Source: an optimization exercise on an open RTL-to-GDS flow (aim: small area and a short achievable clock period). Production flows keep margins and buffers that such runs may drop. In this exercise RTL edits were held to simulation tests only and were not proved equivalent to the original. Power and IR drop assume default switching activity.

===== design/flow/config.mk =====
export PLATFORM = sky130hd
export DESIGN_NAME = matmul_mac_array
export DESIGN_NICKNAME = matmul_mac_array
export VERILOG_FILES = /design/flow/design.v
export SDC_FILE = /design/flow/constraint.sdc
export NUM_CORES = 4
export LEC_CHECK = 0
export CAP_MARGIN = 20
export CORE_MARGIN = 2
export CORE_UTILIZATION = 40
export SLEW_MARGIN = 20

===== design/flow/constraint.sdc =====
create_clock -name core_clock -period 9.0 [get_ports {clk_i}]
set_input_delay 1.8000 -clock core_clock [delete_from_list [all_inputs] [get_ports {clk_i}]]
set_output_delay 1.8000 -clock core_clock [all_outputs]
set_load 0.01 [all_outputs]

===== design/flow/design.v =====
module matmul_mac_lane #(
  parameter int DW    = 8,
  parameter int ACC_W = 32
) (
  input  logic             clk_i,
  input  logic             rst_i,
  input  logic [DW-1:0]    din,
  input  logic [DW-1:0]    win,
  input  logic             sgn,
  input  logic             acc_en,
  input  logic             close,
  output logic [ACC_W-1:0] res,
  output logic             sat
);
  logic [2*DW-1:0]  prod_s, prod_u;
  logic [ACC_W-1:0] prod_x, acc_q, res_q, sum;
  assign prod_s = $signed({{DW{din[DW-1]}}, din}) * $signed({{DW{win[DW-1]}}, win});
  assign prod_u = {{DW{1'b0}}, din} * {{DW{1'b0}}, win};
  assign prod_x = sgn ? ACC_W'($signed(prod_s)) : ACC_W'(prod_u);
  assign sum = acc_q + prod_x;
  assign sat = 1'b0;
  always_ff @(posedge clk_i) begin
    if (rst_i) begin
      acc_q <= '0;
      res_q <= '0;
    end else if (acc_en) begin
      acc_q <= close ? '0 : sum;
      if (close) res_q <= sum;
    end
  end
  assign res = res_q;
endmodule
module matmul_mac_array #(
  parameter int LANES = 16,
  parameter int DW    = 8,
  parameter int ACC_W = 32,
  parameter int KMAX  = 256
) (
  input  logic                          clk_i,
  input  logic                          rst_i,
  input  logic                          en_i,
  input  logic                          valid_i,
  input  logic                          signed_i,
  input  logic [LANES*DW-1:0]           din_i,
  input  logic [DW-1:0]                 win_i,
  output logic                          in_rdy_o,
  output logic                          vld_o,
  input  logic                          rdy_i,
  output logic [LANES*ACC_W-1:0]        matmul_o,
  output logic [$clog2(KMAX+1)-1:0]     cnt_o,
  output logic                          len_err_o,
  output logic                          ovf_o
);
  localparam int CW = $clog2(KMAX + 1);
  typedef enum logic {IDLE, ACC} state_e;
  state_e                        state_q;
  logic [CW-1:0]                 cnt_q;
  logic                          grp_signed_q, vld_q, len_err_q;
  logic                          in_rdy, accept, kmax_hit, close, cur_signed;
  logic [LANES-1:0][DW-1:0]      din_v;
  logic [LANES-1:0][ACC_W-1:0]   res_v;
  assign din_v = din_i;
  assign in_rdy   = !vld_q || rdy_i;
  assign accept   = en_i && in_rdy;
  assign kmax_hit = (cnt_q == CW'(KMAX - 1)) && !valid_i;
  assign close    = accept && (valid_i || kmax_hit);
  assign cur_signed = (state_q == IDLE) ? signed_i : grp_signed_q;
  always_ff @(posedge clk_i) begin
    if (rst_i) begin
      state_q      <= IDLE;
      cnt_q        <= '0;
      grp_signed_q <= 1'b0;
      vld_q        <= 1'b0;
      len_err_q    <= 1'b0;
    end else begin
      if (accept) begin
        if (state_q == IDLE) grp_signed_q <= signed_i;
        if (close) begin
          state_q <= IDLE;
          cnt_q   <= '0;
        end else begin
          state_q <= ACC;
          cnt_q   <= cnt_q + 1'b1;
        end
      end
      if (close) begin
        vld_q     <= 1'b1;
        len_err_q <= kmax_hit;
      end else if (rdy_i) begin
        vld_q     <= 1'b0;
      end
    end
  end
  assign ovf_o = 1'b0;
  for (genvar l = 0; l < LANES; l++) begin : g_lane
    matmul_mac_lane #(.DW(DW), .ACC_W(ACC_W)) u_lane (
      .clk_i  (clk_i),
      .rst_i  (rst_i),
      .din    (din_v[l]),
      .win    (win_i),
      .sgn    (cur_signed),
      .acc_en (accept),
      .close  (close),
      .res    (res_v[l]),
      .sat    ()
    );
  end
  assign in_rdy_o  = in_rdy;
  assign vld_o     = vld_q;
  assign matmul_o  = res_v;
  assign cnt_o     = cnt_q;
  assign len_err_o = len_err_q;
endmodule

===== design/flow/run.sh =====
#!/bin/bash
# synth_recipe.tcl (not shown) runs the flow's synth.tcl, then flattens the netlist and writes it again
# the make line also repeats each setting of config.mk as NAME=value (left out here)
make -C /OpenROAD-flow-scripts/flow DESIGN_CONFIG=/design/flow/config.mk WORK_HOME=/design/flow/orfs CLKGATE_MAP_FILE= SYNTH_SCRIPT=/design/flow/synth_recipe.tcl finish

==> out/results.ini <==
[setup_path]
crit_required_ps=9580
r2r_slack_ps=3740
path_max_fanout=3
critPathLaunchType=input port
worstPathArrival_ps=9340
max_stage_delay_ps=550
crit_type=input port to register
reg2regPathDepth=17
end_kind=register
timing.rr.end=g_lane[11].u_lane.res_q[29]
r2r-start=state_q
slowest_stage=fa_1

[sta]
period_needed_ps=8760
rsz0062_at_grt=true
max_freq_ghz=0.114
worst_slew_pin_slew_ps=1150
fin_skew_ps=52.5
slew_headroom=0.233
hold_ws_ps=453
fin_crit_sh=0.973
slew_violations=0
setup_violations=0
setup_ws_ps=242
hold_viol=0

[cts]
cts_buffer_depth=3
cts.htree.levels=3
cts_tree=done
cts.reportedPaths.clkPinSlew_ps=60
cts_hold_buf=0
cts_buffers=109
cts-root-buf=clkbuf_16
clk_latency_ps=780
cts_sinks=1037

[synthesis]
yosysTopAreaCell=fa_1
syn_area_mm2=0.124
synth.distinct_cells=87
ys_warn_count=2
synth_top_area_frac=0.221
synth_seq_cells=1037
synthesis.nets=18062
synth_edf_count=0
syn_avg_cell_area_um2=8.24
synth_ff_type=dfxtp_1
async_flop_share=0
ys_seq_area_frac=0.167
synthCells=15102
synth_area_leaders=fa_1 (22%), dfxtp_1 (17%), ha_1 (15%)

[placement]
pre_cts_slack_ps=-863
io_buffers=665
gp_congestion=0.902
post-dp-hpwl_um=326000
placed_cells=21308

[layout]
nFillCells=29868
final_cell_mix=inv_1 (2,637), buf_4 (1,937), nand2_1 (1,766), ha_1 (1,441), fa_1 (1,376)
final_cells=21540
final_util=0.499
drive_above_1_share=0.134
layout_commonest_cell=inv_1
seq_area_mm2=0.0208
fin_nets=20260
syn_to_final_growth_pct=23.9
multi_input_area_mm2=0.0919

[global_routing]
grt_pass1_wl_um=627000
globalRouteOverflowTotal=0
grt_max_degree=176
grt_pass1_vias=111628
antenna_found_initial=70
grt_usage=0.253

[die]
die_y_um=562
ioPinCount=667
die_area_mm2=0.315
fp.dieW_um=562
fp-row-count=204
coreArea_mm2=0.309
initial_core_util=0.402

[min_path]
min_from=g_lane[7].u_lane.res_q[18]
min_to=g_lane[7].u_lane.res_q[18]
whs_path_depth=2
hp-class=register to register

[route]
via_count=108287
drc=0
detail_route.first_pass.iterations=6
wl_um=398000
routedWlPerCell_um=18.5
viasPerCell=5.03
drt_iter0_markers=5839
drt.antenna.violating_nets=0

[job]
drv_cap=0

[power_and_ir_drop]
ir_worst_vdd_mv=0.240
power_leakage_nw=77.1
finalPower_mw=55.5
p_per_area_mw_per_mm2=360

[outcome]
status=no timing/DRC/antenna violations

through the flow:
step / TNS [ps] / cell area, µm²
floorplan: -16.0 / 124000
global placement: -44310 / 150000
detailed placement: -51950 / 150000
CTS: 0 / 154000
global route: -2.35 / 154000
finish: 0 / 154000
per-layer routing:
layer,vias up,wire length [µm],global-route usage
met3,625,18300,0.0336
met1,52395,161000,0.296
li1,53201,-,-
met5,-,214,0
met4,30,19400,0.103
met2,2036,199000,0.463
worst max-delay path, delay by kind of cell:
kind            cells  cell delay, ps
compound gates     12            2660
xor+xnor            2             350
fa+ha+maj           6            2560
buf+inv             6             800
simple gates        7            1130
synth_stat cells (145+ instances only):
cell,count
xnor2_1,636
a21o_1,307
nor2_1,974
fa_1,1376
nand2b_1,165
a21oi_1,1182
and2_1,585
clkbuf_1,542
a22oi_1,286
dfxtp_1,1037
o21bai_1,154
inv_1,2637
nand2_1,1769
xor2_1,266
o21ai_0,385
ha_1,1442
a22o_1,145
cells by family (layout without fill, tap and decap cells):
logic type | after synthesis | after routing | synth area share
and+or+nand+nor | 4090 | 4090 | 0.149
buffers and inverters | 3214 | 5507 | 0.0970
AOI/OAI and AO/OA | 3010 | 3010 | 0.154
adders and majority gates | 2818 | 2818 | 0.367
DFF | 1037 | 1037 | 0.167
xor gates and xnor gates | 902 | 902 | 0.0635
muxes | 30 | 30 | 0.00263
other | 1 | 26 | 0.0000302
what timing repair did:
item | CTS | global route
resized for setup | 1 | 58
gates cloned | 0 | 0
buffers inserted | 0 | 1
setup endpoints to repair | 2 | 61
pin swaps | 0 | 12
hold endpoints to repair | 0 | 0
flip-flops by register name (all words and copies together), names as in the netlist:
register / count
g_lane.u_lane.acc_q: 512
g_lane.u_lane.res_q: 512
cnt_q: 9
grp_signed_q: 1
len_err_q: 1
state_q: 1
vld_q: 1
area by class of cell:
cell class / instances / share of cell area
multi-input cells: 10851 / 0.596
repair buffers: 2663 / 0.146
clock buffers: 157 / 0.0208
inverters: 2638 / 0.0642
flip-flops and latches: 1037 / 0.135
clock inverters: 49 / 0.00462
diodes: 25 / 0.000406
well taps: 4120 / 0.0334
power breakdown:
group          switching, mW  internal (mW)  total, mW
sequential             0.910           5.89       6.80
clock                   2.16           2.85       5.00
combinational           23.4           20.3       43.7
total                   26.4           29.1       55.5
worst max path at each step:
stage,end,cells after the start,from
3_3_place_gp,g_lane[12].u_lane.res_q[31],33,din_i[99]
3_5_place_dp,g_lane[12].u_lane.res_q[31],33,din_i[99]
4_1_cts,g_lane[12].u_lane.res_q[31],33,din_i[99]
2_1_floorplan,g_lane[12].u_lane.res_q[31],33,win_i[2]
5_1_grt,g_lane[12].u_lane.acc_q[31],33,din_i[101]
6_report,g_lane[12].u_lane.acc_q[31],33,din_i[101]

-- re-timing with driven ports --
The flow's constraints put no driver on any port. The routed layout listed below was extracted and timed again, unchanged, in two steps.
Step 1, drivers: a clkbuf_16 drives clk_i and a buf_2 each remaining input, both assumed.
Step 2 times the ports against the registers' clock, not the clock port: input delays grow and output delays shrink by t, the midpoint of the rising clock arrivals with the driver on.
Slacks: ideal / step 1 / step 2; pairs: ideal / step 1.
shift t [ns]: 0.841
slack for setup (ns): 0.242 / 0.271 / -0.569
latest minus earliest clock arrival (ns): 0.052 / 0.053
worst register clock-pin slew, ns: 0.07 / 0.07
worst data-port slew with drivers (ns): 0.26
With both steps, setup timing fails in this run, where it was met with ideal ports. The setup slack of this run moves by +0.029 ns with the drivers and by -0.811 ns with both steps.
